Context: an optimization exercise on an open-source flow, tuned for small area, a short achievable clock period and few clock cycles. The choices shown serve that exercise and are no tape-out recipe.
Where RTL was checked, it was by simulation tests only, not by an equivalence proof against the original.
The RTL of runs 1 to 6 was laid out without a check of its function.
Power and IR drop assume default switching activity.

==> flow/design.v <==
package echoPortalPkg;
  typedef struct packed {
    logic [7:0]  wordCount;   
    logic [7:0]  method;
    logic [15:0] portal;
  } portalHeaderT;
  typedef struct packed {
    logic [7:0]                                 method;
    logic [2:0]                                 wordCount;   
    logic [4-1:0][32-1:0] words;
  } requestMsgT;
  typedef struct packed {
    logic [7:0]                                 method;
    logic [2:0]                                 wordCount;   
    logic [5-1:0][32-1:0] words;
  } indicationMsgT;
endpackage
`timescale 1ns/10ps
module echoPortalTop (
  input  logic                  CLK,
  input  logic                  RST_N,
  input  logic                  sinkBeat,
  input  logic [32-1:0] sinkData,
  input  logic                  sinkLast,
  output logic                  sinkReady,
  input  logic                  sourceBeat,
  output logic                  sourceValid,
  output logic [32-1:0] sourceData,
  output logic                  sourceLast,
  output logic                  badPortal
);
  localparam int D = 4;    
  localparam int M = 3;    
  localparam logic [1:0] C_ECHO = 2'd0, C_SWAP = 2'd1, C_SUM = 2'd2, C_ERR = 2'd3;
  function automatic logic [32-1:0] add32(input logic [32-1:0] a,
                                                  input logic [32-1:0] b);
    logic [32-1:0] g, p, gg, pp, ng, np;
    g  = a & b;
    p  = a ^ b;
    gg = g;
    pp = p;
    for (int s = 1; s < 32; s = s * 2) begin
      ng = gg;
      np = pp;
      for (int i = 0; i < 32; i++) begin
        if ((i / s) % 2 == 1) begin
          ng[i] = gg[i] | (pp[i] & gg[(i / s) * s - 1]);
          np[i] = pp[i] & pp[(i / s) * s - 1];
        end
      end
      gg = ng;
      pp = np;
    end
    add32 = p ^ {gg[32-2:0], 1'b0};
  endfunction
  logic          inHdr;      
  logic          pend;       
  logic [2:0]    cnt;        
  logic          curBad;     
  logic [1:0]    curCls;     
  logic [1:0]    hdrCls;
  logic          taken, keepSt, commit, endEv, push;
  logic [2:0]    pushK;
  logic [32-1:0] mem [D];
  logic [D-1:0]  wrOH;       
  logic [D-1:0]  wrSel;      
  logic [D-1:0]  rdOH;       
  logic [D-1:0]  occT;       
  logic          pop;
  logic [1:0]    mCls [M];
  logic [2:0]    mK   [M];
  logic [M-1:0]  mWrOH, mRdOH;
  logic [M-1:0]  mOccT;      
  logic          mPop, qPush;
  always_comb begin
    case (sinkData[23:16])
      8'h00: hdrCls = C_ECHO;
      8'h01: hdrCls = C_SWAP;
      8'h02:  hdrCls = C_SUM;
      default:      hdrCls = C_ERR;
    endcase
  end
  assign taken  = sinkBeat && sinkReady;
  assign keepSt = !inHdr && !cnt[2] && !curBad && (curCls != C_ERR);
  assign commit = taken && keepSt;
  assign endEv  = pend || (taken && sinkLast && !inHdr);
  assign push   = endEv && !curBad;
  assign pushK  = (inHdr || curCls == C_ERR) ? 3'd0 : (cnt[2] ? 3'd4 : cnt + 3'd1);
  always_ff @(posedge CLK) begin
    if (!RST_N) begin
      inHdr     <= 1'b1;
      pend      <= 1'b0;
      cnt       <= '0;
      curBad    <= 1'b0;
      curCls    <= C_ECHO;
      badPortal <= 1'b0;
    end else begin
      badPortal <= endEv && curBad;
      pend      <= taken && sinkLast && inHdr;
      if (taken) begin
        inHdr <= sinkLast;
        if (inHdr) begin
          curBad <= (sinkData[15:0] != 16'h0005);
          curCls <= hdrCls;
          cnt    <= '0;
        end else if (!cnt[2]) begin
          cnt <= cnt + 3'd1;
        end
      end
    end
  end
  always_ff @(posedge CLK) begin
    for (int i = 0; i < D; i++)
      if (wrSel[i]) mem[i] <= sinkData;
  end
  always_ff @(posedge CLK) begin
    for (int i = 0; i < M; i++)
      if (qPush && mWrOH[i]) begin
        mCls[i] <= curCls;
        mK[i]   <= pushK;
      end
  end
  logic [D-1:0] occTNext, wrOHNext;
  logic         fullNext, nextKeep, mRoom0, mRoom1, pendGood;
  always_comb begin
    case ({commit, pop})
      2'b10:   occTNext = {occT[D-2:0], 1'b1};
      2'b01:   occTNext = {1'b0, occT[D-1:1]};
      default: occTNext = occT;
    endcase
    wrOHNext = commit ? {wrOH[D-2:0], wrOH[D-1]} : wrOH;
    fullNext = !pop && (occT[D-1] || (occT[D-2] && commit));
    nextKeep = taken ? (!sinkLast && (inHdr || (keepSt && cnt < 3'd3))) : keepSt;
    pendGood = pend && !curBad;
    mRoom0   = pendGood ? !mOccT[M-2] : !mOccT[M-1];
    mRoom1   = pendGood ? !mOccT[M-3] : !mOccT[M-2];
  end
  always_ff @(posedge CLK) begin
    if (!RST_N) begin
      occT      <= '0;
      wrOH      <= D'(1);
      wrSel     <= D'(1);
      rdOH      <= D'(1);
      mOccT     <= '0;
      mWrOH     <= M'(1);
      mRdOH     <= M'(1);
      sinkReady <= 1'b1;
    end else begin
      occT  <= occTNext;
      wrOH  <= wrOHNext;
      wrSel <= fullNext ? '0 : wrOHNext;
      if (pop)   rdOH  <= {rdOH[D-2:0], rdOH[D-1]};
      if (qPush) mWrOH <= {mWrOH[M-2:0], mWrOH[M-1]};
      if (mPop)  mRdOH <= {mRdOH[M-2:0], mRdOH[M-1]};
      case ({qPush, mPop})
        2'b10:   mOccT <= {mOccT[M-2:0], 1'b1};
        2'b01:   mOccT <= {1'b0, mOccT[M-1:1]};
        default: mOccT <= mOccT;
      endcase
      sinkReady <= ((taken && sinkLast) ? mRoom1 : mRoom0) && !(fullNext && nextKeep);
    end
  end
  logic [2:0]            oRem;      
  logic                  oSwap, oSumPend;
  logic                  sdWord;    
  logic [32-1:0] acc;       
  logic [32-1:0] sumV;
  logic                  adv, idleOut, load;
  logic [32-1:0] head;
  logic [1:0]            qCls, hCls;
  logic [2:0]            qK, hK;
  always_comb begin
    head = '0;
    for (int i = 0; i < D; i++)
      head = head | (mem[i] & {32{rdOH[i]}});
    qCls = '0;
    qK   = '0;
    for (int i = 0; i < M; i++) begin
      qCls = qCls | (mCls[i] & {2{mRdOH[i]}});
      qK   = qK   | (mK[i]   & {3{mRdOH[i]}});
    end
  end
  assign adv     = !sourceValid || sourceBeat;
  assign idleOut = (oRem == 3'd0) && !oSumPend;
  assign hCls    = mOccT[0] ? qCls : curCls;
  assign hK      = mOccT[0] ? qK : pushK;
  assign load    = mOccT[0] || push;
  assign pop     = adv && (oRem != 3'd0);
  assign mPop    = adv && idleOut && mOccT[0];
  assign qPush   = push && !(adv && idleOut && !mOccT[0]);
  assign sumV    = add32(acc, sdWord ? sourceData : '0);
  always_ff @(posedge CLK) begin
    if (!RST_N) begin
      sourceValid <= 1'b0;
      oRem        <= '0;
      oSumPend    <= 1'b0;
    end else if (adv) begin
      if (oRem != 3'd0) begin
        sourceValid <= 1'b1;
        oRem        <= oRem - 3'd1;
      end else if (oSumPend) begin
        sourceValid <= 1'b1;
        oSumPend    <= 1'b0;
      end else begin
        sourceValid <= load;
        oRem        <= load ? hK : 3'd0;
        oSumPend    <= load && (hCls == C_SUM);
      end
    end
  end
  always_ff @(posedge CLK) begin
    if (adv) begin
      if (oRem != 3'd0) begin
        sourceData <= oSwap ? {head[15:0], head[31:16]} : head;
        sourceLast <= (oRem == 3'd1) && !oSumPend;
        sdWord     <= 1'b1;
        acc        <= sumV;
      end else if (oSumPend) begin
        sourceData <= sumV;
        sourceLast <= 1'b1;
        sdWord     <= 1'b0;
      end else begin
        sourceData <= {5'd0, hK + {2'd0, hCls == C_SUM},
                       (hCls == C_ERR) ? 8'hFF : {6'd0, hCls},
                       16'h0006};
        sourceLast <= (hK == 3'd0) && (hCls != C_SUM);
        sdWord     <= 1'b0;
        oSwap      <= (hCls == C_SWAP);
        acc        <= '0;
      end
    end
  end
endmodule
==> flow/run.sh <==
#!/bin/bash
# synth_recipe.tcl (not shown) runs the flow's synth.tcl, then flattens the netlist and writes it again
# the make line also repeats each setting of config.mk as NAME=value (left out here)
make -C /OpenROAD-flow-scripts/flow DESIGN_CONFIG=/design/flow/config.mk WORK_HOME=/design/flow/orfs CLKGATE_MAP_FILE= SYNTH_SCRIPT=/design/flow/synth_recipe.tcl finish
==> flow/config.mk <==
export PLATFORM = sky130hd
export DESIGN_NAME = echoPortalTop
export DESIGN_NICKNAME = echoPortalTop
export VERILOG_FILES = /design/flow/design.v
export SDC_FILE = /design/flow/constraint.sdc
export NUM_CORES = 4
export LEC_CHECK = 0
export CAP_MARGIN = 20
export CORE_MARGIN = 2
export CORE_UTILIZATION = 40
export SETUP_SLACK_MARGIN = 5
export SLEW_MARGIN = 20
==> flow/constraint.sdc <==
create_clock -name core_clock -period 8.5 [get_ports {CLK}]
set_input_delay 1.7000 -clock core_clock [delete_from_list [all_inputs] [get_ports {CLK}]]
set_output_delay 1.7000 -clock core_clock [all_outputs]
set_load 0.01 [all_outputs]
==> flow_summary_export.csv, run 1 <==
group,metric,value,unit
status,outcome,"finished clean",
timing,fmax,0.297,GHz
yosys,synth_seq_area_share,0.637,
critical_path,crit_chain,"buf_12, and2_1, ha_1, fa_2, a211oi_2, nor3_2, o2111ai_2, a21oi_2, o211ai_2, a211o_1, a211oi_2, nor3_2, o32ai_2",
yosys,synthArstFlopShare,0,
route,routed_wl,25900,um
route,wire_per_inst,18.8,um
cells_and_area,drive_gt1_frac,0.0811,
timing,fin_worst_skew,12.1,ps
cells_and_area,multi_input_area,3870,um2
clock_network,numCtsBuffers,26,
timing,finalHoldViolations,0,
critical_path,critPathMaxStageDelay,410,ps
yosys,ys_top_cells_by_area,"edfxtp_1 (57%), dfxtp_1 (7.2%), ha_1 (4.3%)",
yosys,synth_top_area_cell,"edfxtp_1",
yosys,synthFlopType,"edfxtp_1",
yosys,synth_seq_cells,250,
yosys,yosysMostFrequentCell,"edfxtp_1",
global_routing,grt_pass1_wl,39900,um
yosys,synthCells,910,
cells_and_area,nets,1059,
global_routing,antenna_found_initial,0,
yosys,yosysTopAreaCellShare,0.566,
yosys,synth_top_family_by_area,"compound AO/OA/AOI/OAI gates",
die,io_pins,73,
critical_path,crit_required,8750,ps
die,initial_core_util,0.404,
timing,min_period_over_period,0.397,
critical_path,rr_worst_depth,13,
place,globalplace.congestion,0.834,
power,power_density,342,nW/um2
die,die_h,171,um
die,dieArea,29200,um2
cells_and_area,diodes,0,
route,via_per_inst,5.33,
critical_path,r2r_slack,5130,ps
route,via_count,7346,
place,port_buffers,72,
yosys,synth_xor_area_frac,0.0149,
cells_and_area,post-route-util,0.480,
cells_and_area,regArea,7110,um2
critical_path,worstPathArrival,3620,ps
yosys,synth_area_per_cell,12.3,um2
clock_network,cts_root_buffer,"clkbuf_16",
power,peakVddDrop,0.139,mV
clock_network,hold_buffers,0,
global_routing,track_usage,0.178,
global_routing,met2_usage,0.299,
critical_path,crit_slowest_cell,"edfxtp_1",
timing,max_slew.worst_pin.slew,1030,ps
die,rows,61,
yosys,synth_compound_area_frac,0.144,
min_path,worst_hold_path.num_cells,1,
timing,finalSetupViolCount,0,
route,drt_iter0_drc,527,
critical_path,crit_path_max_fanout,32,
critical_path,cp-end-kind,"flop",
place,hpwl,16800,um
power,p_leak,4.84,nW
timing,slew_headroom,0.306,
global_routing,use_met1,0.247,
global_routing,globalRouteOverflowTotal,0,
yosys,synth-adder-area-share,0.0516,
yosys,ys_types,56,
yosys,yosys-mux-area-fraction,0.0127,
place,placedCellCount,1327,
yosys,syn_area,11100,um2
global_routing,grt_pass1_vias,7094,
clock_network,clkLatencyLatePin,530,ps
timing,hold_slack,471,ps
route,ant_nets,0,
yosys,postSynthNetCount,990,
clock_network,tritoncts,"yes",
clock_network,clkSinkCount,250,
global_routing,grt_use_met3,0.0236,
cells_and_area,syn_to_final_growth,19.0,%
clock_network,h-tree-depth,1,
yosys,synth_edf_count,210,
timing,min_period,3370,ps
global_routing,grt-busiest-layer,"met2",
clock_network,cts_buffer_depth,3,
cells_and_area,final_cells,1377,
min_path,hp-class,"flop to flop",
global_routing,grt_start_max_net_pins,62,
flow_run,maxCapViolations,0,
timing,tns,0,ps
timing,drv_slew,0,
die,core-area,27600,um2
yosys,synth-simple-area-share,0.112,
route,drc_errors,0,
clock_network,clkSlewWorstSetupHoldPaths,60,ps
die,die_x,171,um
critical_path,startpoint_type,"flop",
route,drtPass1Iterations,5,
yosys,yosysWarnings,4,
critical_path,crit_type,"flop to flop",
timing,rsz0062_at_grt,"true",
cells_and_area,num-fill-cells,2512,
yosys,synthTopCellsByCount,"edfxtp_1 (210), a21oi_1 (76), nor2_1 (75)",
## layout by cell type, fill, tap and decap left out, types with 19 or more instances in the layout
| cell type | n |
|---|---|
| nand3_1 | 19 |
| clkbuf_16 | 27 |
| nor2_1 | 75 |
| dfxtp_1 | 40 |
| o21ai_0 | 41 |
| nand2_1 | 53 |
| and2_1 | 41 |
| a21oi_1 | 74 |
| nor3_1 | 19 |
| ha_1 | 35 |
| clkdlybuf4s50_1 | 72 |
| edfxtp_1 | 210 |
| inv_1 | 32 |
| a22oi_1 | 44 |
## metrics by stage
step,setup WS (ps),total power [mW],cell area [um2]
floorplan,5180,2.82,11200
global placement,4560,3.39,12300
detailed placement,4460,3.41,12300
CTS,5000,4.53,13200
global route,4950,4.83,13300
finish,5130,4.54,13300
## metal layers
layer / wire length [um] / part of all wire / vias up
met5: 0 / 0 / -
met4: 467 / 0.018 / 0
met3: 977 / 0.038 / 31
met2: 12300 / 0.48 / 134
met1: 12100 / 0.47 / 3599
li1: - / - / 3582
## report_power, final
group | total (mW) | internal (mW) | leakage [nW] | switching, mW
logic | 1.70 | 0.689 | 2.03 | 1.02
clock network | 1.10 | 0.639 | 0.408 | 0.465
registers | 1.73 | 1.61 | 2.40 | 0.120
total | 4.54 | 2.94 | 4.84 | 1.60
## final timing paths
path         startpoint        endpoint
min reg2reg    mWrOH[0]        mWrOH[0]
max              sdWord  sourceData[31]
min            mWrOH[0]        mWrOH[0]
max reg2reg      sdWord  sourceData[31]
## cells by family after synthesis
| group | Yosys count |
|---|---|
| flops | 250 |
| compound gates | 249 |
| xor+xnor | 19 |
| buf+inv | 81 |
| simple gates | 254 |
| mux | 14 |
| fa+ha+maj | 43 |
## timing repair
action / 4_1_cts / 5_1_grt
gates resized for setup: 5 / 17
pin swaps: 2 / 9
endpoints found under the setup margin: 25 / 29
setup buffers: 0 / 2
## final cells by class
type	instances	area share
flip-flops and latches	250	0.536
multi-input cells	579	0.292
repair buffers	90	0.0654
clock buffers	30	0.0518
well taps	378	0.0356
clock inverters	18	0.0108
inverters	32	0.00905
## critical path, delay by kind of cell (launching register included)
kind | cells | cell delay (ps)
AND/OR/NAND/NOR | 3 | 500
adder cells (fa/ha/maj) | 2 | 550
AO/OA/AOI/OAI | 7 | 1450
flip-flops | 1 | 410
buffers and inverters | 1 | 180
## sequential cells by signal, summed over array words and instances, names as in the netlist, 2 cells and up
| name | flops |
|---|---|
| mCls | 6 |
| wrSel | 4 |
| mOccT | 3 |
| sourceData | 32 |
| cnt | 3 |
| occT | 4 |
| mWrOH | 3 |
| wrOH | 4 |
| mem | 128 |
| rdOH | 4 |
| mRdOH | 3 |
| mK | 9 |
| oRem | 3 |
| curCls | 2 |
| acc | 32 |
==> inputs of run 2 (changes only) <==
==> flow/flow/run.sh (new file) <==
#!/bin/bash
# Standard layout, with faster port buffers and a tighter setup target for repair.
set -o pipefail
bash standard.sh SETUP_SLACK_MARGIN=5.6 "BUFFER_PORTS_ARGS=-buffer_cell sky130_fd_sc_hd__buf_2" finish > standard.log 2>&1
==> flow/standard.sh (new file) <==
#!/bin/bash
# synth_recipe.tcl (not shown) runs the flow's synth.tcl, then flattens the netlist and writes it again
# the make line also repeats each setting of config.mk as NAME=value (left out here)
make -C /OpenROAD-flow-scripts/flow DESIGN_CONFIG=/design/flow/config.mk WORK_HOME=/design/flow/orfs CLKGATE_MAP_FILE= SYNTH_SCRIPT=/design/flow/synth_recipe.tcl "${@:-finish}"
removed: flow/run.sh
==> run 2 against run 1 <==
Effect of this change: critical endpoint unchanged; count of clock-buffer cells in the layout grew 7; clock power rose by 7%; utilization is 1.4 points higher; register-to-register slack better by 90 ps; final cell count grew 2.3%; still clean; combinational power up 15%; first-iteration DRC count is 26% lower; via count increased by 3.1%; sequential cell count is the same.
==> flow_summary_export.csv, run 2 <==
group,metric,value,unit
yosys,synthArstFlopShare,0,
yosys,synth_edf_count,210,
clock_network,tritoncts,"yes",
critical_path,crit_required,8850,ps
yosys,synthTopCellsByCount,"edfxtp_1 (210), a21oi_1 (76), nor2_1 (75)",
critical_path,crit_chain,"buf_6, buf_12, and2_4, ha_4, fa_2, a211oi_2, nor3_2, o2111ai_2, a21oi_2, o211ai_2, a211o_1, a211oi_2, o21a_1, o32ai_1",
die,die_x,171,um
yosys,synthFlopType,"edfxtp_1",
power,peakVddDrop,0.122,mV
timing,drv_slew,0,
flow_run,maxCapViolations,0,
global_routing,grt_pass1_vias,7189,
route,drtPass1Iterations,5,
yosys,syn_area,11100,um2
yosys,synth_top_family_by_area,"compound AO/OA/AOI/OAI gates",
critical_path,critPathMaxStageDelay,380,ps
clock_network,clkLatencyLatePin,540,ps
power,power,4.88,mW
die,rows,61,
yosys,yosysTopAreaCellShare,0.566,
cells_and_area,layout_commonest_cell,"edfxtp_1",
critical_path,startpoint_type,"flop",
cells_and_area,num-fill-cells,2447,
yosys,synth_seq_cells,250,
cells_and_area,regArea,7110,um2
clock_network,clkSinkCount,250,
timing,rsz0062_at_grt,"true",
yosys,ys_types,56,
critical_path,crit_slowest_cell,"edfxtp_1",
yosys,yosysMostFrequentCell,"edfxtp_1",
min_path,hp-class,"flop to flop",
yosys,ys_top_cells_by_area,"edfxtp_1 (57%), dfxtp_1 (7.2%), ha_1 (4.3%)",
die,dieArea,29200,um2
global_routing,grt_start_max_net_pins,62,
clock_network,clkSlewWorstSetupHoldPaths,60,ps
critical_path,worstPathArrival,3630,ps
power,power_density,357,nW/um2
route,drc_errors,0,
global_routing,antenna_found_initial,2,
timing,hold_slack,452,ps
power,p_leak,5.13,nW
cells_and_area,drive_gt1_frac,0.234,
global_routing,grt_pass1_wl,40500,um
clock_network,cts_root_buffer,"clkbuf_16",
yosys,yosys-mux-area-fraction,0.0127,
yosys,synthCells,910,
cells_and_area,final_area,13700,um2
cells_and_area,multi_input_area,4250,um2
critical_path,crit_type,"flop to flop",
timing,fin_worst_skew,15.4,ps
critical_path,crit_top_cell,"a211oi_2",
die,die_h,171,um
route,via_count,7574,
cells_and_area,top_regs,"mem x128, acc x32, sourceData x32",
place,placedCellCount,1325,
global_routing,track_usage,0.182,
timing,finalSetupViolCount,0,
cells_and_area,final_cells,1408,
yosys,yosysWarnings,4,
timing,min_period,3280,ps
clock_network,h-tree-depth,1,
place,hpwl,17200,um
place,globalplace.congestion,0.744,
timing,slew_headroom,0.321,
place,placed_area,12000,um2
yosys,synth_compound_area_frac,0.144,
route,wire_per_inst,19.3,um
yosys,synth_area_per_cell,12.3,um2
cells_and_area,diodes,0,
critical_path,cp-end-kind,"flop",
timing,fmax,0.305,GHz
cells_and_area,largest-register,"mem",
route,routed_wl,27200,um
route,via_per_inst,5.38,
clock_network,cts_buffer_depth,3,
cells_and_area,largest_reg_flops,128,
yosys,synth-simple-area-share,0.112,
global_routing,globalRouteOverflowTotal,0,
yosys,synth-adder-area-share,0.0516,
yosys,postSynthNetCount,990,
timing,tns,0,ps
clock_network,numCtsBuffers,28,
place,port_buffers,72,
cells_and_area,mostFrequentLayoutCells,"edfxtp_1 (210), nor2_1 (71), buf_2 (70)",
yosys,synth_top_area_cell,"edfxtp_1",
yosys,synth_seq_area_share,0.637,
die,io_pins,73,
die,core-area,27600,um2
clock_network,hold_buffers,0,
route,drt_iter0_drc,390,
timing,min_period_over_period,0.386,
timing,finalHoldViolations,0,
cells_and_area,nets,1088,
status,outcome,"finished clean",
cells_and_area,syn_to_final_growth,22.6,%
critical_path,crit_path_max_fanout,5,
route,ant_nets,0,
die,initial_core_util,0.404,
timing,max_slew.worst_pin.slew,1020,ps
yosys,synth_xor_area_frac,0.0149,
-- run 2: cell types whose count changed in the layout (fill, tap and decap cells not counted), moves of 5 or more --
cell	change
clkdlybuf4s50_1	-72
buf_2	+70
buf_4	+20
ha_1	-8
ha_4	+8
a21oi_1	-7
a21oi_2	+6
clkinv_1	-6
o21ai_0	-6
and2_1	-5
and2_4	+5
-- run 2: cells by family (layout without fill, tap and decap cells) --
kind of cell	after synthesis	count (layout)
AO/OA/AOI/OAI	249	249
XOR/XNOR	19	19
adder cells (fa/ha/maj)	43	43
buffers and inverters	81	201
flip-flops	250	250
multiplexers	14	14
AND/OR/NAND/NOR	254	254
-- run 2: worst paths after layout --
path	startpoint	to	slack, ps	cells after the start
setup / recovery	sdWord	sourceData[31]	5220	14
hold / removal	mWrOH[0]	mWrOH[0]	450	1
hold reg to reg	mWrOH[0]	mWrOH[0]	450	1
setup reg to reg	sdWord	sourceData[31]	5220	14
-- run 2: metal layers --
layer	GRT usage	routed length [um]
met5	0	22
met4	0.0542	721
met3	0.0296	1400
met2	0.301	12900
met1	0.248	12200
-- run 2: repair_timing --
action / CTS / global route
hold endpoints to repair: 0 / 0
gates resized for setup: 41 / 42
gates cloned: 3 / 1
endpoints found under the setup margin: 50 / 74
pin swaps: 25 / 24
buffers inserted: 14 / 13
-- run 2: report_power, final --
group          internal [mW]  total, mW  switching [mW]
clock                  0.704       1.18           0.477
combinational          0.802       1.95            1.15
sequential              1.61       1.75           0.132
total                   3.12       4.88            1.76
-- run 2: stage by stage --
step	setup slack [ps]	util
3_3_place_gp	5070	0.436
5_1_grt	5080	0.495
3_5_place_dp	4950	0.436
2_1_floorplan	5490	-
4_1_cts	5220	0.482
6_report	5220	0.495
-- run 2: final cells by class --
type | instances | area share
Multi-Input combinational cell | 579 | 0.311
Tap cell | 378 | 0.0346
Timing Repair inverter | 1 | 0.000549
Sequential cell | 250 | 0.520
Clock inverter | 15 | 0.00970
Inverter | 32 | 0.00906
Clock buffer | 37 | 0.0569
Timing Repair Buffer | 116 | 0.0580
-- run 2: critical path: cells and delay by family (launching register included) --
| kind | cells | cell delay (ps) |
|---|---|---|
| AO/OA/AOI/OAI | 8 | 1680 |
| AND/OR/NAND/NOR | 2 | 220 |
| flip-flops | 1 | 380 |
| adder cells (fa/ha/maj) | 2 | 500 |
| buffers and inverters | 2 | 290 |
==> inputs of run 3 (changes only) <==
--- a/flow/design.v
+++ b/flow/design.v
@@ -32,17 +32,19 @@
   localparam int D = 4;    
   localparam int M = 3;    
   localparam logic [1:0] C_ECHO = 2'd0, C_SWAP = 2'd1, C_SUM = 2'd2, C_ERR = 2'd3;
-  function automatic logic [32-1:0] add32(input logic [32-1:0] a,
-                                                  input logic [32-1:0] b);
-    logic [32-1:0] g, p, gg, pp, ng, np;
-    g  = a & b;
-    p  = a ^ b;
+  localparam int HALF = 32 / 2;
+  function automatic logic [HALF:0] addh(input logic [HALF-1:0] a,
+                                         input logic [HALF-1:0] b,
+                                         input logic            ci);
+    logic [HALF:0] g, p, gg, pp, ng, np;
+    g  = {a & b, ci};
+    p  = {a ^ b, 1'b0};
     gg = g;
     pp = p;
-    for (int s = 1; s < 32; s = s * 2) begin
+    for (int s = 1; s <= HALF; s = s * 2) begin
       ng = gg;
       np = pp;
-      for (int i = 0; i < 32; i++) begin
+      for (int i = 0; i <= HALF; i++) begin
         if ((i / s) % 2 == 1) begin
           ng[i] = gg[i] | (pp[i] & gg[(i / s) * s - 1]);
           np[i] = pp[i] & pp[(i / s) * s - 1];
@@ -51,7 +53,7 @@
       gg = ng;
       pp = np;
     end
-    add32 = p ^ {gg[32-2:0], 1'b0};
+    addh = {gg[HALF], p[HALF:1] ^ gg[HALF-1:0]};
   endfunction
   logic          inHdr;      
   logic          pend;       
@@ -162,9 +164,9 @@
   end
   logic [2:0]            oRem;      
   logic                  oSwap, oSumPend;
-  logic                  sdWord;    
-  logic [32-1:0] acc;       
-  logic [32-1:0] sumV;
+  logic [HALF-1:0]       accLo, accHi;
+  logic                  accCy;     
+  logic [HALF:0]         sumLo, sumHi, incHi;
   logic                  adv, idleOut, load;
   logic [32-1:0] head;
   logic [1:0]            qCls, hCls;
@@ -188,7 +190,9 @@
   assign pop     = adv && (oRem != 3'd0);
   assign mPop    = adv && idleOut && mOccT[0];
   assign qPush   = push && !(adv && idleOut && !mOccT[0]);
-  assign sumV    = add32(acc, sdWord ? sourceData : '0);
+  assign sumLo   = addh(accLo, head[HALF-1:0], 1'b0);
+  assign sumHi   = addh(accHi, head[32-1:HALF], accCy);
+  assign incHi   = addh(accHi, '0, accCy);
   always_ff @(posedge CLK) begin
     if (!RST_N) begin
       sourceValid <= 1'b0;
@@ -213,20 +217,21 @@
       if (oRem != 3'd0) begin
         sourceData <= oSwap ? {head[15:0], head[31:16]} : head;
         sourceLast <= (oRem == 3'd1) && !oSumPend;
-        sdWord     <= 1'b1;
-        acc        <= sumV;
+        accLo      <= sumLo[HALF-1:0];
+        accCy      <= sumLo[HALF];
+        accHi      <= sumHi[HALF-1:0];
       end else if (oSumPend) begin
-        sourceData <= sumV;
+        sourceData <= {incHi[HALF-1:0], accLo};
         sourceLast <= 1'b1;
-        sdWord     <= 1'b0;
       end else begin
         sourceData <= {5'd0, hK + {2'd0, hCls == C_SUM},
                        (hCls == C_ERR) ? 8'hFF : {6'd0, hCls},
                        16'h0006};
         sourceLast <= (hK == 3'd0) && (hCls != C_SUM);
-        sdWord     <= 1'b0;
         oSwap      <= (hCls == C_SWAP);
-        acc        <= '0;
+        accLo      <= '0;
+        accHi      <= '0;
+        accCy      <= 1'b0;
       end
     end
   end
==> run 3 against run 2 <==
Effect of this change: global-route usage decreased by 0.24 points; sequential power about the same; largest cell class unchanged; clock skew increased by 6.0 ps; combinational power increased by 3%; final area increased by 0.63%; register-to-register slack improved by 120 ps; wire length decreased by 1.2%.
==> flow_summary_export.csv, run 3 <==
group,metric,value,unit
yosys,synth_seq_area_share,0.631,
route,routed_wl,26900,um
critical_path,crit_type,"flop to flop",
timing,finalHoldViolations,0,
yosys,synthFlopType,"edfxtp_1",
die,die_x,172,um
die,initial_core_util,0.406,
timing,min_period_over_period,0.373,
yosys,yosysTopAreaCellShare,0.560,
clock_network,tritoncts,"yes",
place,globalplace.congestion,0.842,
timing,fin_worst_skew,21.4,ps
cells_and_area,diodes,0,
power,combPwrFrac,0.409,
place,port_buffers,72,
cells_and_area,drive_gt1_frac,0.244,
power,sw_frac_of_total,0.361,
timing,rsz0062_at_grt,"true",
global_routing,globalRouteOverflowTotal,0,
critical_path,rr_worst_depth,13,
power,power,4.91,mW
route,ant_nets,0,
yosys,postSynthNetCount,1003,
die,rows,61,
clock_network,clkLatencyLatePin,540,ps
timing,min_period,3170,ps
critical_path,cp-end-kind,"flop",
global_routing,grt_pass1_wl,40600,um
clock_network,cts_root_buffer,"clkbuf_16",
yosys,synth_seq_cells,250,
power,power_density,357,nW/um2
timing,tns,0,ps
timing,fmax,0.316,GHz
critical_path,crit_required,8790,ps
cells_and_area,final_cells,1414,
timing,drv_slew,0,
flow_run,maxCapViolations,0,
timing,slew_headroom,0.374,
cells_and_area,largest_reg_flops,128,
die,dieArea,29500,um2
critical_path,crit_path_max_fanout,8,
clock_network,clkSlewWorstSetupHoldPaths,60,ps
route,drtPass1Iterations,5,
cells_and_area,mostFrequentLayoutCells,"edfxtp_1 (210), a21oi_1 (74), buf_2 (72)",
cells_and_area,top_regs,"mem x128, sourceData x32",
global_routing,antenna_found_initial,0,
route,drt_iter0_drc,639,
critical_path,worstPathArrival,3460,ps
route,drc_errors,0,
place,hpwl,17000,um
yosys,ys_types,60,
cells_and_area,post-route-util,0.495,
power,p_int,3.14,mW
cells_and_area,nets,1102,
clock_network,clkSinkCount,250,
power,peakVddDrop,0.141,mV
yosys,yosysMostFrequentCell,"edfxtp_1",
yosys,ys_top_cells_by_area,"edfxtp_1 (56%), dfxtp_1 (7.1%), ha_1 (4.6%)",
min_path,hp-class,"flop to flop",
place,placedCellCount,1333,
critical_path,startpoint_type,"flop",
clock_network,h-tree-depth,1,
clock_network,numCtsBuffers,26,
yosys,synthTopCellsByCount,"edfxtp_1 (210), a21oi_1 (82), nand2_1 (73)",
cells_and_area,syn_to_final_growth,22.0,%
min_path,worst_hold_path.num_cells,1,
global_routing,grt_pass1_vias,7060,
yosys,yosysWarnings,4,
power,p_leak,5.10,nW
route,via_count,7579,
cells_and_area,largest-register,"mem",
timing,max_slew.worst_pin.slew,938,ps
die,io_pins,73,
clock_network,cts_buffer_depth,3,
yosys,syn_area,11300,um2
cells_and_area,layout_commonest_cell,"edfxtp_1",
status,outcome,"finished clean",
clock_network,hold_buffers,0,
power,switching_power,1.77,mW
timing,hold_slack,477,ps
timing,finalSetupViolCount,0,
yosys,synth_edf_count,210,
global_routing,track_usage,0.180,
die,core-area,27800,um2
power,seqPwrFrac,0.359,
power,clkPwrFrac,0.232,
yosys,synth_top_area_cell,"edfxtp_1",
die,die_h,172,um
global_routing,grt_start_max_net_pins,77,
route,via_per_inst,5.36,
yosys,synth_area_per_cell,12.3,um2
yosys,synthArstFlopShare,0,
yosys,synthCells,917,
route,wire_per_inst,19.0,um
[run 3: path summary, 6_finish.rpt]
path | start | end | slack, ps
worst max-delay path | rdOH[0] | accLo[15] | 5330
worst min-delay path | mWrOH[0] | mWrOH[0] | 480
worst max register to register | rdOH[0] | accLo[15] | 5330
worst min register to register | mWrOH[0] | mWrOH[0] | 480
[run 3: per-stage QoR]
stage / worst slack [ps] / cell area, um2
2_1_floorplan: 5000 / 11500
3_5_place_dp: 4450 / 12100
6_report: 5330 / 13800
4_1_cts: 5290 / 13500
5_1_grt: 5270 / 13800
3_3_place_gp: 4470 / 12100
[run 3: cell type report]
cell class,count,area (um2)
multi-input cells,593,4400
repair inverters,1,7.51
flip-flops and latches,250,7120
inverters,28,109
repair buffers,116,787
clock inverters,16,146
clock buffers,32,716
fillers,2448,14000
well taps,378,473
[run 3: per-layer routing]
layer	global-route usage	vias up	share of wire
li1	-	3682	-
met2	0.277	183	0.45
met5	0	-	0
met1	0.261	3686	0.47
met3	0.0336	28	0.056
met4	0.0512	0	0.021
[run 3: worst max-delay path: stages (launching register included)]
cell     delay, ps
dfxtp_4        350
buf_12         140
buf_12         140
buf_6          110
a22oi_2        230
nand2_2         90
ha_4           260
a21o_1         190
a21o_1         180
and2_1         160
a311o_1        350
a21o_1         190
fa_2           400
and2_4         140
[run 3: logic make-up (layout without fill, tap and decap cells)]
logic type,after synthesis,in the layout,synth area share
DFF,250,250,0.631
AOI/OAI and AO/OA,258,258,0.147
muxes,15,15,0.0134
buffers and inverters,74,193,0.0258
and+or+nand+nor,243,243,0.101
adders and majority gates,49,49,0.0597
xor gates and xnor gates,28,28,0.0218
[run 3: timing repair]
action,CTS,global route
pin swaps,22,29
setup endpoints to repair,42,33
gates resized for setup,58,40
setup buffers,22,9
gates cloned,2,0
[run 3: power by group through the flow]
stage | Sequential [mW] | Clock (mW) | Combinational (mW)
floorplan | 1.77 | 0 | 1.24
global placement | 1.78 | 0 | 1.66
detailed placement | 1.79 | 0 | 1.67
CTS | 1.75 | 1.16 | 1.87
global route | 1.79 | 1.21 | 2.22
finish | 1.76 | 1.14 | 2.01
==> inputs of run 4 (changes only) <==
--- a/flow/config.mk
+++ b/flow/config.mk
@@ -5,6 +5,7 @@
 export SDC_FILE = /design/flow/constraint.sdc
 export NUM_CORES = 4
 export LEC_CHECK = 0
+export ABC_CLOCK_PERIOD_IN_PS = 3000
 export CAP_MARGIN = 20
 export CORE_MARGIN = 2
 export CORE_UTILIZATION = 40
==> run 4 against run 3 <==
Effect of this change: final area stayed put; global-route usage unchanged; area after synthesis did not move; setup slack stayed put; total power is the same; critical endpoint unchanged; largest power group unchanged.
==> flow_summary_export.csv, run 4 <==
group,metric,value,unit
global_routing,antenna_found_initial,0,
timing,finalHoldViolations,0,
critical_path,crit_required,8790,ps
clock_network,cts_buffer_depth,3,
route,drt_iter0_drc,639,
route,ant_nets,0,
yosys,synthFlopType,"edfxtp_1",
yosys,yosysMostFrequentCell,"edfxtp_1",
route,via_count,7579,
cells_and_area,largest-register,"mem",
critical_path,crit_path_max_fanout,8,
yosys,postSynthNetCount,1003,
cells_and_area,top_regs,"mem x128, sourceData x32",
yosys,synth_seq_area_share,0.631,
yosys,synth_seq_cells,250,
min_path,hp-class,"flop to flop",
timing,fin_worst_skew,21.4,ps
die,io_pins,73,
die,rows,61,
cells_and_area,diodes,0,
yosys,synth_area_per_cell,12.3,um2
power,power_density,357,nW/um2
global_routing,track_usage,0.180,
place,globalplace.congestion,0.842,
die,die_h,172,um
clock_network,h-tree-depth,1,
route,wire_per_inst,19.0,um
yosys,synth_edf_count,210,
yosys,synthCells,917,
clock_network,clkSinkCount,250,
timing,rsz0062_at_grt,"true",
die,dieArea,29500,um2
critical_path,cp-end-kind,"flop",
critical_path,r2r_slack,5330,ps
clock_network,tritoncts,"yes",
place,hpwl,17000,um
route,routed_wl,26900,um
global_routing,globalRouteOverflowTotal,0,
yosys,yosysWarnings,4,
die,initial_core_util,0.406,
cells_and_area,mostFrequentLayoutCells,"edfxtp_1 (210), a21oi_1 (74), buf_2 (72)",
critical_path,worstPathArrival,3460,ps
status,outcome,"finished clean",
power,peakVddDrop,0.141,mV
yosys,yosysTopAreaCellShare,0.560,
yosys,syn_area,11300,um2
cells_and_area,post-route-util,0.495,
yosys,synthArstFlopShare,0,
cells_and_area,nets,1102,
route,drc_errors,0,
die,die_x,172,um
yosys,ys_types,60,
cells_and_area,drive_gt1_frac,0.244,
place,port_buffers,72,
power,p_leak,5.10,nW
global_routing,grt_start_max_net_pins,77,
timing,drv_slew,0,
route,drtPass1Iterations,5,
yosys,synth_top_area_cell,"edfxtp_1",
die,core-area,27800,um2
timing,slew_headroom,0.374,
clock_network,numCtsBuffers,26,
critical_path,crit_type,"flop to flop",
timing,fmax,0.316,GHz
critical_path,startpoint_type,"flop",
global_routing,grt_pass1_wl,40600,um
yosys,synthTopCellsByCount,"edfxtp_1 (210), a21oi_1 (82), nand2_1 (73)",
timing,min_period_over_period,0.373,
route,via_per_inst,5.36,
timing,finalSetupViolCount,0,
clock_network,clkLatencyLatePin,540,ps
timing,tns,0,ps
timing,max_slew.worst_pin.slew,938,ps
cells_and_area,syn_to_final_growth,22.0,%
yosys,ys_top_cells_by_area,"edfxtp_1 (56%), dfxtp_1 (7.1%), ha_1 (4.6%)",
cells_and_area,largest_reg_flops,128,
clock_network,cts_root_buffer,"clkbuf_16",
global_routing,grt_pass1_vias,7060,
cells_and_area,layout_commonest_cell,"edfxtp_1",
timing,min_period,3170,ps
flow_run,maxCapViolations,0,
clock_network,clkSlewWorstSetupHoldPaths,60,ps
==> run 4: cell counts after synthesis <==
No cell type changed its count.
==> run 4: layout make-up <==
cell class                      instances  area (um2)
Inverter                               28         109
Timing Repair inverter                  1        7.51
Clock buffer                           32         716
Fill cell                            2448       14000
Tap cell                              378         473
Clock inverter                         16         146
Sequential cell                       250        7120
Multi-Input combinational cell        593        4400
Timing Repair Buffer                  116         787
==> run 4: power by group <==
part	internal (mW)	total, mW	switching, mW	leakage, nW
Combinational	0.850	2.01	1.16	2.27
Clock	0.662	1.14	0.474	0.418
Sequential	1.63	1.76	0.138	2.41
Total	3.14	4.91	1.77	5.10
==> run 4: logic make-up (layout without fill, tap and decap cells) <==
family,Yosys count,in the layout,synth area share
AO/OA/AOI/OAI,258,258,0.147
flip-flops,250,250,0.631
AND/OR/NAND/NOR,243,243,0.101
buffers and inverters,74,193,0.0258
adder cells (fa/ha/maj),49,49,0.0597
XOR/XNOR,28,28,0.0218
multiplexers,15,15,0.0134
==> run 4: worst max-delay path, cell delays in order (launching register included) <==
cell and delay [ps]:
dfxtp_4 350, buf_12 140, buf_12 140, buf_6 110, a22oi_2 230, nand2_2 90, ha_4 260, a21o_1 190
a21o_1 180, and2_1 160, a311o_1 350, a21o_1 190, fa_2 400, and2_4 140
==> run 4: layer usage <==
metal	global-route usage	vias to the layer above	routed length [um]
li1	-	3682	-
met1	0.261	3686	12700
met2	0.277	183	12200
met3	0.0336	28	1510
met4	0.0512	0	553
met5	0	-	0
==> run 4: what timing repair did <==
action                     4_1_cts  5_1_grt
pin swaps                       22       29
setup endpoints to repair       42       33
hold buffers                     0        0
buffers inserted                22        9
gates resized for setup         58       40
cloned                           2        0
==> run 4: final timing paths <==
path / start / end / depth (start not counted)
max reg2reg: rdOH[0] / accLo[15] / 13
min: mWrOH[0] / mWrOH[0] / 1
max: rdOH[0] / accLo[15] / 13
min reg2reg: mWrOH[0] / mWrOH[0] / 1
==> run 4: through the flow <==
step / power (mW) / worst slack [ps] / hold slack, ps / std cells / cell area (um2)
after floorplan: 3.01 / 5000 / 427 / 917 / 11500
after global placement: 3.44 / 4470 / 456 / 1333 / 12100
after detailed placement: 3.46 / 4450 / 472 / 1333 / 12100
after CTS: 4.78 / 5290 / 486 / 1405 / 13500
after global routing: 5.21 / 5270 / 502 / 1414 / 13800
final: 4.91 / 5330 / 477 / 1414 / 13800
==> inputs of run 5 (changes only) <==
--- a/flow/config.mk
+++ b/flow/config.mk
@@ -5,9 +5,10 @@
 export SDC_FILE = /design/flow/constraint.sdc
 export NUM_CORES = 4
 export LEC_CHECK = 0
-export ABC_CLOCK_PERIOD_IN_PS = 3000
 export CAP_MARGIN = 20
 export CORE_MARGIN = 2
-export CORE_UTILIZATION = 40
+export CORE_UTILIZATION = 60
+export CTS_BUF_LIST = sky130_fd_sc_hd__clkbuf_8
+export CTS_CLUSTER_SIZE = 20
 export SETUP_SLACK_MARGIN = 5
 export SLEW_MARGIN = 20
==> run 5 against run 4 <==
Effect of this change: global-route usage grew 9.3 points; final cell count shrank 7.0%; highest routed layer unchanged; die area shrank 33%; fmax is essentially flat; utilization grew 24 points; sequential power is essentially flat; wire length grew 4.5%; worst hold slack gained 1.5 ps; first-iteration DRC count grew 35%; final area shrank 1.2%.
==> flow_summary_export.csv, run 5 <==
group,metric,value,unit
clock_network,cts_buffer_depth,3,
cells_and_area,final_area,13600,um2
timing,finalHoldViolations,0,
global_routing,track_usage,0.272,
global_routing,grt_pass1_vias,7601,
cells_and_area,num-fill-cells,1233,
clock_network,clkSlewWorstSetupHoldPaths,60,ps
die,die_x,141,um
critical_path,crit_cells,12,
power,power_density,353,nW/um2
timing,tns,0,ps
cells_and_area,syn_to_final_growth,20.5,%
min_path,worst_hold_path.num_cells,1,
global_routing,globalRouteOverflowTotal,0,
clock_network,clkLatencyLatePin,540,ps
place,hpwl,17100,um
yosys,synth_top_area_cell,"edfxtp_1",
global_routing,grt_start_max_net_pins,77,
yosys,yosysMostFrequentCell,"edfxtp_1",
critical_path,crit_slowest_cell,"fa_2",
cells_and_area,top_regs,"mem x128, sourceData x32",
critical_path,crit_required,8800,ps
cells_and_area,diodes,0,
route,via_per_inst,6.26,
die,core-area,18600,um2
die,io_pins,73,
route,via_count,8235,
power,power,4.80,mW
timing,min_period,3170,ps
yosys,yosysTopAreaCellShare,0.560,
clock_network,h-tree-depth,2,
route,wire_per_inst,21.4,um
yosys,yosysWarnings,4,
clock_network,clkSinkCount,250,
timing,slew_headroom,0.260,
critical_path,cp-end-kind,"flop",
global_routing,antenna_found_initial,0,
timing,fmax,0.315,GHz
clock_network,hold_buffers,0,
critical_path,crit_type,"flop to flop",
yosys,synth_seq_cells,250,
yosys,synth_area_per_cell,12.3,um2
die,dieArea,19900,um2
flow_run,maxCapViolations,0,
yosys,synth_seq_area_share,0.631,
yosys,postSynthNetCount,1003,
yosys,synthCells,917,
critical_path,crit_path_max_fanout,14,
timing,fin_worst_skew,15.0,ps
clock_network,tritoncts,"yes",
timing,drv_slew,0,
critical_path,rr_worst_depth,12,
route,ant_nets,0,
place,port_buffers,72,
place,globalplace.congestion,0.863,
power,peakVddDrop,0.207,mV
critical_path,cp_num_buf_inv,2,
timing,rsz0062_at_grt,"true",
critical_path,crit_chain,"buf_12, a22o_1, a221oi_4, inv_2, ha_4, o21a_1, and2_4, a21o_1, a311o_1, a21o_1, fa_2, and2_1",
critical_path,crit_top_cell,"a21o_1",
clock_network,numCtsBuffers,40,
global_routing,grt_pass1_wl,41700,um
die,initial_core_util,0.607,
cells_and_area,drive_gt1_frac,0.253,
route,drtPass1Iterations,6,
cells_and_area,mostFrequentLayoutCells,"edfxtp_1 (210), a21oi_1 (77), buf_2 (72)",
cells_and_area,layout_commonest_cell,"edfxtp_1",
critical_path,crit_family,"compound AO/OA/AOI/OAI gates",
cells_and_area,nets,1135,
die,rows,50,
yosys,synthTopCellsByCount,"edfxtp_1 (210), a21oi_1 (82), nand2_1 (73)",
place,placedCellCount,1189,
route,routed_wl,28100,um
power,p_leak,5.23,nW
critical_path,worstPathArrival,3470,ps
yosys,ys_top_cells_by_area,"edfxtp_1 (56%), dfxtp_1 (7.1%), ha_1 (4.6%)",
clock_network,cts_root_buffer,"clkbuf_8",
critical_path,startpoint_type,"flop",
yosys,synth_edf_count,210,
route,drc_errors,0,
cells_and_area,largest-register,"mem",
critical_path,critPathMaxStageDelay,430,ps
yosys,syn_area,11300,um2
timing,min_period_over_period,0.373,
die,die_h,141,um
yosys,ys_types,60,
cells_and_area,final_cells,1315,
yosys,synthArstFlopShare,0,
route,drt_iter0_drc,864,
yosys,synthFlopType,"edfxtp_1",
min_path,hp-class,"flop to flop",
status,outcome,"finished clean",
cells_and_area,largest_reg_flops,128,
timing,finalSetupViolCount,0,
place,placed_area,12000,um2
timing,max_slew.worst_pin.slew,1110,ps
-- run 5: cell counts after synthesis --
No cell type changed its count.
-- run 5: power by group --
| group | internal, mW | switching (mW) | total (mW) |
|---|---|---|---|
| logic | 0.877 | 1.22 | 2.09 |
| clock network | 0.479 | 0.461 | 0.940 |
| registers | 1.63 | 0.141 | 1.77 |
-- run 5: repair_timing --
item / CTS / global route
gates cloned: 2 / 3
hold endpoints to repair: 0 / 0
gates resized for setup: 45 / 44
buffers inserted: 26 / 21
pin swaps: 11 / 19
endpoints found under the setup margin: 47 / 36
-- run 5: kinds of logic (layout without fill, tap and decap cells) --
| group | count (synthesis) | count (layout) | share of synthesized area |
|---|---|---|---|
| flops | 250 | 250 | 0.631 |
| xor+xnor | 28 | 28 | 0.0218 |
| compound gates | 258 | 258 | 0.147 |
| simple gates | 243 | 243 | 0.101 |
| buf+inv | 74 | 238 | 0.0258 |
| fa+ha+maj | 49 | 49 | 0.0597 |
| mux | 15 | 15 | 0.0134 |
-- run 5: worst register-to-register path, stage by stage (launching register included) --
cell and delay [ps]:
dfxtp_4 350, buf_12 150, a22o_1 270, a221oi_4 290, inv_2 90, ha_4 230
o21a_1 120, and2_4 180, a21o_1 180, a311o_1 310, a21o_1 200, fa_2 430
and2_1 140
-- run 5: through the flow --
| stage | setup slack, ps | hold WS, ps | utilization |
|---|---|---|---|
| global route | 5260 | 485 | 0.731 |
| floorplan | 5000 | 427 | - |
| detailed placement | 4420 | 453 | 0.644 |
| global placement | 4560 | 437 | 0.644 |
| CTS | 5270 | 471 | 0.707 |
| finish | 5330 | 479 | 0.731 |
-- run 5: final timing paths --
path / startpoint / to / slack [ps]
min reg2reg: mWrOH[0] / mWrOH[0] / 480
min: mWrOH[0] / mWrOH[0] / 480
max reg2reg: rdOH[0] / accLo[15] / 5330
max: rdOH[0] / accLo[15] / 5330
-- run 5: area by class of cell --
cell class	count	area (um2)	area share
Sequential cell	250	7120	0.524
Multi-Input combinational cell	593	4340	0.319
Timing Repair Buffer	135	981	0.0722
Clock buffer	44	606	0.0446
Tap cell	234	293	0.0216
Clock inverter	30	130	0.00958
Inverter	28	109	0.00801
Timing Repair inverter	1	7.51	0.000553
-- run 5: layer usage --
layer  share of wire  track usage  vias to the layer above
li1                -            -                     3758
met1            0.45        0.427                     4029
met2            0.44        0.394                      401
met3           0.087       0.0506                       47
met4           0.020       0.0742                        0
met5               0            0                        -
==> inputs of run 6 (changes only) <==
==> flow/flow/run.sh (replaced) <==
#!/bin/bash
# Standard layout, with faster port buffers and a tighter setup target for repair.
set -o pipefail
bash standard.sh SETUP_SLACK_MARGIN=5.9 "BUFFER_PORTS_ARGS=-buffer_cell sky130_fd_sc_hd__buf_2" finish > standard.log 2>&1
--- a/flow/config.mk
+++ b/flow/config.mk
@@ -7,8 +7,6 @@
 export LEC_CHECK = 0
 export CAP_MARGIN = 20
 export CORE_MARGIN = 2
-export CORE_UTILIZATION = 60
-export CTS_BUF_LIST = sky130_fd_sc_hd__clkbuf_8
-export CTS_CLUSTER_SIZE = 20
+export CORE_UTILIZATION = 40
 export SETUP_SLACK_MARGIN = 5
 export SLEW_MARGIN = 20
==> run 6 against run 5 <==
Effect of this change: sequential cell count unchanged; critical path depth decreased by 1; area after synthesis stayed put; worst hold slack improved by 2.6 ps; utilization fell by 23 points; wire length fell by 2.9%; final area grew 3.2%; final cell count up 8.6%; critical path type unchanged; largest cell class unchanged.
==> flow_summary_export.csv, run 6 <==
group,metric,value,unit
yosys,ys_top_cells_by_area,"edfxtp_1 (56%), dfxtp_1 (7.1%), ha_1 (4.6%)",
die,die_x,172,um
critical_path,endpoint,"accLo[15]",
clock_network,cts_buffer_depth,3,
critical_path,rr_worst_depth,11,
critical_path,startpoint_type,"flop",
clock_network,clkLatencyLatePin,540,ps
place,placed_area,12200,um2
yosys,yosysTopAreaCellShare,0.560,
timing,rsz0062_at_grt,"true",
yosys,synth_top_area_cell,"edfxtp_1",
timing,drv_slew,0,
cells_and_area,final_area,14000,um2
yosys,synth_area_per_cell,12.3,um2
clock_network,clkSinkCount,250,
cells_and_area,mostFrequentLayoutCells,"edfxtp_1 (210), a21oi_1 (73), buf_2 (70)",
flow_run,maxCapViolations,0,
critical_path,crit_path_max_fanout,13,
critical_path,r2r-end,"accLo[15]",
place,globalplace.congestion,0.851,
global_routing,track_usage,0.180,
critical_path,r2r_slack,5320,ps
clock_network,clkSlewWorstSetupHoldPaths,60,ps
power,p_int,3.14,mW
cells_and_area,multi_input_area,4560,um2
yosys,synth_seq_area_share,0.631,
cells_and_area,layout_commonest_cell,"edfxtp_1",
power,power,4.96,mW
cells_and_area,syn_to_final_growth,24.4,%
global_routing,grt_pass1_wl,40700,um
cells_and_area,top_regs,"mem x128, sourceData x32",
global_routing,globalRouteOverflowTotal,0,
route,via_count,7741,
critical_path,crit_chain,"buf_12, buf_4, a22oi_1, nand2_1, ha_1, a21o_1, and2_1, a311o_1, a21o_1, fa_2, and2_1",
power,peakVddDrop,0.183,mV
critical_path,crit_type,"flop to flop",
timing,finalHoldViolations,0,
power,seqPwrFrac,0.357,
die,initial_core_util,0.406,
clock_network,numCtsBuffers,26,
yosys,yosysMostFrequentCell,"edfxtp_1",
critical_path,cp-end-kind,"flop",
power,sw_frac_of_total,0.366,
timing,tns,0,ps
critical_path,crit_slowest_cell,"fa_2",
global_routing,grt_start_max_net_pins,77,
yosys,synth_edf_count,210,
yosys,syn_area,11300,um2
timing,min_period,3180,ps
place,hpwl,17100,um
timing,finalSetupViolCount,0,
critical_path,r2r_start,"rdOH[1]",
cells_and_area,largest-register,"mem",
clock_network,h-tree-depth,1,
yosys,synthCells,917,
critical_path,critPathMaxStageDelay,420,ps
global_routing,antenna_found_initial,1,
die,dieArea,29500,um2
yosys,postSynthNetCount,1003,
yosys,synthFlopType,"edfxtp_1",
power,switching_power,1.82,mW
route,routed_wl,27300,um
status,outcome,"finished clean",
power,p_leak,5.17,nW
yosys,ys_types,60,
route,drc_errors,0,
timing,max_slew.worst_pin.slew,1000,ps
place,port_buffers,72,
route,drt_iter0_drc,648,
route,drtPass1Iterations,7,
die,io_pins,73,
timing,fin_worst_skew,10.6,ps
power,combPwrFrac,0.427,
critical_path,cp-startpoint,"rdOH[1]",
clock_network,cts_root_buffer,"clkbuf_16",
yosys,yosysWarnings,4,
critical_path,worstPathArrival,3460,ps
route,wire_per_inst,19.1,um
cells_and_area,num-fill-cells,2424,
min_path,hp-class,"flop to flop",
timing,min_period_over_period,0.374,
power,power_density,354,nW/um2
yosys,synth_seq_cells,250,
cells_and_area,drive_gt1_frac,0.277,
cells_and_area,nets,1115,
die,die_h,172,um
clock_network,hold_buffers,0,
route,via_per_inst,5.42,
timing,slew_headroom,0.330,
timing,hold_slack,481,ps
critical_path,crit_family,"compound AO/OA/AOI/OAI gates",
cells_and_area,largest_reg_flops,128,
route,ant_nets,0,
power,clkPwrFrac,0.217,
yosys,synthTopCellsByCount,"edfxtp_1 (210), a21oi_1 (82), nand2_1 (73)",
global_routing,grt_pass1_vias,7183,
clock_network,tritoncts,"yes",
cells_and_area,regArea,7120,um2
critical_path,crit_cells,11,
timing,fmax,0.315,GHz
critical_path,crit_required,8790,ps
die,core-area,27800,um2
cells_and_area,post-route-util,0.505,
critical_path,cp_num_buf_inv,2,
die,rows,61,
yosys,synthArstFlopShare,0,
[run 6: cell counts after synthesis]
Identical to the previous run, type by type.
[run 6: area by class of cell]
class,count,share of cell area
Clock buffer,30,0.0490
Clock inverter,18,0.00848
Inverter,28,0.00776
Timing Repair Buffer,129,0.0672
Timing Repair inverter,1,0.000535
Tap cell,378,0.0337
Sequential cell,250,0.508
Multi-Input combinational cell,593,0.325
Antenna cell,1,0.000178
[run 6: logic make-up after synthesis]
group,count (synthesis),share of synthesized area
AO/OA/AOI/OAI,258,0.147
flip-flops,250,0.631
AND/OR/NAND/NOR,243,0.101
buffers and inverters,74,0.0258
adder cells (fa/ha/maj),49,0.0597
XOR/XNOR,28,0.0218
multiplexers,15,0.0134
[run 6: worst min path at each step]
stage                     slack, ps       end  cells after the start  startpoint
after global placement          450  mWrOH[0]                      1    mWrOH[0]
after global routing            490  mWrOH[0]                      1    mWrOH[0]
after floorplan                 430  mWrOH[0]                      1    mWrOH[0]
final                           480  mWrOH[0]                      1    mWrOH[0]
after CTS                       480  mWrOH[0]                      1    mWrOH[0]
after detailed placement        470  mWrOH[0]                      1    mWrOH[0]
[run 6: power groups by stage]
stage	logic (mW)	registers [mW]	clock network, mW
6_report	2.12	1.77	1.07
5_1_grt	2.33	1.79	1.14
4_1_cts	1.88	1.76	1.09
3_5_place_dp	1.69	1.79	0
3_3_place_gp	1.68	1.78	0
2_1_floorplan	1.26	1.77	0
[run 6: per-stage QoR]
step	instances	setup WS [ps]
after CTS	1406	5330
after global placement	1333	4480
final	1428	5320
after floorplan	917	5000
after global routing	1428	5270
after detailed placement	1333	4440
[run 6: what timing repair did]
action                                  4_1_cts  5_1_grt
pin swaps                                    12       36
cloned                                        3        0
endpoints found under the hold margin         0        0
resized for setup                            59       75
endpoints found under the setup margin      130       84
buffers inserted                             22       21
[run 6: per-layer routing]
layer	vias up	GRT usage	share of wire
met5	-	0	0
met4	0	0.0424	0.011
met3	21	0.0222	0.053
met2	198	0.283	0.46
met1	3811	0.267	0.47
li1	3711	-	-
==> inputs of run 7 (changes only) <==
--- a/flow/design.v
+++ b/flow/design.v
@@ -32,29 +32,8 @@
   localparam int D = 4;    
   localparam int M = 3;    
   localparam logic [1:0] C_ECHO = 2'd0, C_SWAP = 2'd1, C_SUM = 2'd2, C_ERR = 2'd3;
-  localparam int HALF = 32 / 2;
-  function automatic logic [HALF:0] addh(input logic [HALF-1:0] a,
-                                         input logic [HALF-1:0] b,
-                                         input logic            ci);
-    logic [HALF:0] g, p, gg, pp, ng, np;
-    g  = {a & b, ci};
-    p  = {a ^ b, 1'b0};
-    gg = g;
-    pp = p;
-    for (int s = 1; s <= HALF; s = s * 2) begin
-      ng = gg;
-      np = pp;
-      for (int i = 0; i <= HALF; i++) begin
-        if ((i / s) % 2 == 1) begin
-          ng[i] = gg[i] | (pp[i] & gg[(i / s) * s - 1]);
-          np[i] = pp[i] & pp[(i / s) * s - 1];
-        end
-      end
-      gg = ng;
-      pp = np;
-    end
-    addh = {gg[HALF], p[HALF:1] ^ gg[HALF-1:0]};
-  endfunction
+  localparam int SEG = 8;                   
+  localparam int NS  = 32 / SEG;     
   logic          inHdr;      
   logic          pend;       
   logic [2:0]    cnt;        
@@ -164,13 +143,26 @@
   end
   logic [2:0]            oRem;      
   logic                  oSwap, oSumPend;
-  logic [HALF-1:0]       accLo, accHi;
-  logic                  accCy;     
-  logic [HALF:0]         sumLo, sumHi, incHi;
+  logic [32-1:0] acc;
+  logic [NS-1:0]         accCy;     
+  logic [32-1:0] accNext, cyVec, sumFold;
+  logic [NS-1:0]         accCyNext;
   logic                  adv, idleOut, load;
   logic [32-1:0] head;
   logic [1:0]            qCls, hCls;
   logic [2:0]            qK, hK;
+  always_comb begin
+    accCyNext = '0;
+    cyVec     = '0;
+    for (int j = 0; j < NS; j++) begin
+      logic [SEG:0] t;
+      t = {1'b0, acc[j*SEG +: SEG]} + {1'b0, head[j*SEG +: SEG]} + {{SEG{1'b0}}, (j > 0) && accCy[j]};
+      accNext[j*SEG +: SEG] = t[SEG-1:0];
+      if (j + 1 < NS) accCyNext[j+1] = t[SEG];
+      if (j > 0) cyVec[j*SEG] = accCy[j];
+    end
+    sumFold = acc + cyVec;
+  end
   always_comb begin
     head = '0;
     for (int i = 0; i < D; i++)
@@ -190,9 +182,6 @@
   assign pop     = adv && (oRem != 3'd0);
   assign mPop    = adv && idleOut && mOccT[0];
   assign qPush   = push && !(adv && idleOut && !mOccT[0]);
-  assign sumLo   = addh(accLo, head[HALF-1:0], 1'b0);
-  assign sumHi   = addh(accHi, head[32-1:HALF], accCy);
-  assign incHi   = addh(accHi, '0, accCy);
   always_ff @(posedge CLK) begin
     if (!RST_N) begin
       sourceValid <= 1'b0;
@@ -217,11 +206,10 @@
       if (oRem != 3'd0) begin
         sourceData <= oSwap ? {head[15:0], head[31:16]} : head;
         sourceLast <= (oRem == 3'd1) && !oSumPend;
-        accLo      <= sumLo[HALF-1:0];
-        accCy      <= sumLo[HALF];
-        accHi      <= sumHi[HALF-1:0];
+        acc        <= accNext;
+        accCy      <= accCyNext;
       end else if (oSumPend) begin
-        sourceData <= {incHi[HALF-1:0], accLo};
+        sourceData <= sumFold;
         sourceLast <= 1'b1;
       end else begin
         sourceData <= {5'd0, hK + {2'd0, hCls == C_SUM},
@@ -229,9 +217,8 @@
                        16'h0006};
         sourceLast <= (hK == 3'd0) && (hCls != C_SUM);
         oSwap      <= (hCls == C_SWAP);
-        accLo      <= '0;
-        accHi      <= '0;
-        accCy      <= 1'b0;
+        acc        <= '0;
+        accCy      <= '0;
       end
     end
   end
==> flow/flow/run.sh (replaced) <==
#!/bin/bash
# Standard layout, with faster port buffers and a tighter setup target for repair.
set -o pipefail
bash standard.sh SETUP_SLACK_MARGIN=5.6 "BUFFER_PORTS_ARGS=-buffer_cell sky130_fd_sc_hd__buf_2" finish > standard.log 2>&1
--- a/flow/config.mk
+++ b/flow/config.mk
@@ -8,5 +8,8 @@
 export CAP_MARGIN = 20
 export CORE_MARGIN = 2
 export CORE_UTILIZATION = 40
+export CTS_BUF_LIST = sky130_fd_sc_hd__clkbuf_4
+export CTS_CLUSTER_DIAMETER = 50
+export CTS_CLUSTER_SIZE = 10
 export SETUP_SLACK_MARGIN = 5
 export SLEW_MARGIN = 20
==> run 7 against run 6 <==
Effect of this change: setup slack better by 300 ps; final area shrank 5.0%; clock skew is 21 ps higher.
==> flow_summary_export.csv, run 7 <==
group,metric,value,unit
clock_network,clkLatencyLatePin,630,ps
critical_path,cp-startpoint,"sourceData[16]",
global_routing,track_usage,0.186,
die,core-area,28800,um2
timing,fmax,0.347,GHz
route,drt_iter0_drc,858,
route,drtPass1Iterations,6,
timing,rsz0062_at_grt,"true",
critical_path,cp-end-kind,"primary output",
yosys,synthTopCellsByCount,"edfxtp_1 (212), nor2_1 (77), nand2_1 (68)",
route,wire_per_inst,19.9,um
cells_and_area,top_regs,"mem x128, acc x32, sourceData x32",
critical_path,cp_num_buf_inv,1,
place,hpwl,18600,um
yosys,synth_top_area_cell,"edfxtp_1",
timing,finalSetupViolCount,0,
route,ant_nets,0,
critical_path,r2r_slack,5680,ps
clock_network,clkSlewWorstSetupHoldPaths,100,ps
status,outcome,"finished clean",
critical_path,crit_cells,1,
flow_run,maxCapViolations,0,
route,drc_errors,0,
route,via_count,8105,
critical_path,rr_worst_depth,12,
route,via_per_inst,5.54,
die,die_h,175,um
place,placed_area,12600,um2
die,rows,62,
place,preCtsSetupSlack,4440,ps
timing,finalHoldViolations,0,
yosys,syn_area,11700,um2
critical_path,r2r-end,"acc[30]",
place,globalplace.congestion,0.798,
global_routing,grt_start_max_net_pins,64,
yosys,synth_area_per_cell,12.0,um2
die,io_pins,73,
critical_path,startpoint_type,"flop",
timing,max_slew.worst_pin.slew,1020,ps
clock_network,numCtsBuffers,34,
yosys,synth_seq_cells,252,
critical_path,r2r_start,"rdOH[0]",
global_routing,grt_pass1_vias,7665,
power,peakVddDrop,0.177,mV
route,routed_wl,29200,um
power,power_density,334,nW/um2
timing,min_period,2880,ps
clock_network,clkSinkCount,252,
cells_and_area,syn_to_final_growth,13.4,%
yosys,ys_top_cells_by_area,"edfxtp_1 (54%), dfxtp_1 (6.8%), ha_1 (4.3%)",
critical_path,crit_slowest_cell,"edfxtp_1",
critical_path,crit_family,"flip-flops",
die,dieArea,30800,um2
critical_path,worstPathArrival,1180,ps
global_routing,grt_pass1_wl,44400,um
min_path,worst_hold_path.num_cells,2,
cells_and_area,layout_commonest_cell,"edfxtp_1",
cells_and_area,num-fill-cells,2612,
critical_path,crit_chain,"buf_2",
critical_path,crit_type,"flop to primary output",
yosys,synthFlopType,"edfxtp_1",
yosys,yosysMostFrequentCell,"edfxtp_1",
cells_and_area,drive_gt1_frac,0.177,
cells_and_area,final_area,13300,um2
critical_path,crit_required,6800,ps
critical_path,endpoint,"sourceData[16]",
yosys,yosysWarnings,4,
cells_and_area,largest-register,"mem",
die,die_x,175,um
timing,fin_ws,5620,ps
yosys,synthCells,981,
critical_path,crit_path_max_fanout,1,
yosys,postSynthNetCount,1065,
timing,tns,0,ps
timing,min_period_over_period,0.339,
die,initial_core_util,0.408,
clock_network,hold_buffers,0,
timing,fin_worst_skew,31.3,ps
cells_and_area,mostFrequentLayoutCells,"edfxtp_1 (212), nor2_1 (76), buf_2 (71)",
place,port_buffers,72,
clock_network,tritoncts,"yes",
clock_network,h-tree-depth,2,
yosys,synth_edf_count,212,
global_routing,globalRouteOverflowTotal,0,
yosys,yosysTopAreaCellShare,0.542,
min_path,hp-class,"flop to flop",
yosys,synthArstFlopShare,0,
global_routing,antenna_found_initial,2,
yosys,synth_seq_area_share,0.610,
yosys,ys_types,69,
clock_network,cts_buffer_depth,3,
timing,slew_headroom,0.318,
power,p_leak,4.90,nW
timing,drv_slew,0,
cells_and_area,largest_reg_flops,128,
critical_path,critPathMaxStageDelay,390,ps
clock_network,cts_root_buffer,"clkbuf_4",
cells_and_area,nets,1145,
-- run 7: repair_timing --
item,4_1_cts,5_1_grt
cloned,1,3
setup buffers,2,3
gates resized for setup,11,36
pin swaps,0,4
setup endpoints to repair,42,48
-- run 7: worst min path at each step --
stage,start,endpoint,slack [ps]
after floorplan,mWrOH[0],mWrOH[0],450
after global placement,rdOH[2],rdOH[3],460
after detailed placement,rdOH[2],rdOH[3],470
after CTS,mWrOH[0],mWrOH[0],490
after global routing,occT[0],occT[0],510
final,curBad,badPortal,490
-- run 7: report_power, final --
part / total (mW) / switching, mW / internal, mW
clock: 0.749 / 0.419 / 0.330
combinational: 1.93 / 1.18 / 0.751
sequential: 1.77 / 0.140 / 1.63
-- run 7: through the flow --
stage               total power [mW]  cells  hold WS (ps)  utilization
CTS                             4.36   1457           492        0.455
global placement                3.56   1400           456        0.437
finish                          4.45   1464           487        0.463
global route                    4.78   1464           510        0.463
detailed placement              3.59   1400           468        0.437
floorplan                       3.07    981           450            -
-- run 7: logic make-up (layout without fill, tap and decap cells) --
| family | after synthesis | in the layout | share of synthesized area |
|---|---|---|---|
| muxes | 19 | 19 | 0.0165 |
| AOI/OAI and AO/OA | 264 | 264 | 0.151 |
| xor gates and xnor gates | 22 | 22 | 0.0164 |
| buffers and inverters | 85 | 183 | 0.0292 |
| and+or+nand+nor | 292 | 292 | 0.122 |
| other | 0 | 1 | 0 |
| DFF | 252 | 252 | 0.610 |
| adders and majority gates | 47 | 47 | 0.0545 |
-- run 7: routing by layer --
| metal | GRT usage | wire length [um] | vias to the layer above |
|---|---|---|---|
| li1 | - | - | 3914 |
| met1 | 0.291 | 14500 | 3921 |
| met2 | 0.273 | 12800 | 236 |
| met3 | 0.0260 | 1410 | 34 |
| met4 | 0.0444 | 467 | 0 |
| met5 | 0 | 0 | - |
-- run 7: final cells by class --
class | instances | area, um2 | share of cell area
Multi-Input combinational cell | 644 | 4430 | 0.332
Antenna cell | 1 | 2.50 | 0.000188
Tap cell | 384 | 480 | 0.0361
Clock buffer | 42 | 315 | 0.0237
Sequential cell | 252 | 7180 | 0.539
Clock inverter | 12 | 140 | 0.0105
Inverter | 35 | 140 | 0.0105
Timing Repair inverter | 1 | 5.00 | 0.000376
Timing Repair Buffer | 93 | 626 | 0.0470
Testbench counts of run 7, summed over its fixed seeds: cycles 7,470.

port drivers added, routing unchanged:
The flow's constraints put no driver on any port. The routed layouts listed below were extracted and timed again, unchanged, in two steps.
Step 1, drivers: a clkbuf_16 drives CLK and a buf_2 each remaining input, both assumed.
Step 2, shift: input delay + t, output delay - t, t = (earliest + latest rising clock arrival at the registers) / 2. This alone moves slack from input paths to output paths.
Slacks: ideal / step 1 / step 2; pairs: ideal / step 1.
run	t, ns	setup slack, ns	worst setup path at the end	latest minus earliest clock arrival (ns)	cell pins on the clock port's net
run 1	0.566	5.127 / 5.127 / 4.599	input to register	0.015 / 0.015	1
run 2	0.584	5.217 / 5.217 / 5.217	register to register	0.015 / 0.016	1
run 3	0.572	5.332 / 5.332 / 5.160	input to register	0.025 / 0.025	1
run 4	0.572	5.332 / 5.332 / 5.160	input to register	0.025 / 0.025	1
run 5	0.571	5.329 / 5.329 / 5.124	input to register	0.015 / 0.015	1
run 6	0.574	5.325 / 5.325 / 5.273	input to register	0.012 / 0.012	1
run 7	0.666	5.622 / 5.579 / 5.070	input to register	0.045 / 0.046	1
After both steps setup and hold are still met in every run listed. For run 7, which loses most, drivers alone change the setup slack by -0.043 ns; drivers and shift together by -0.552 ns.
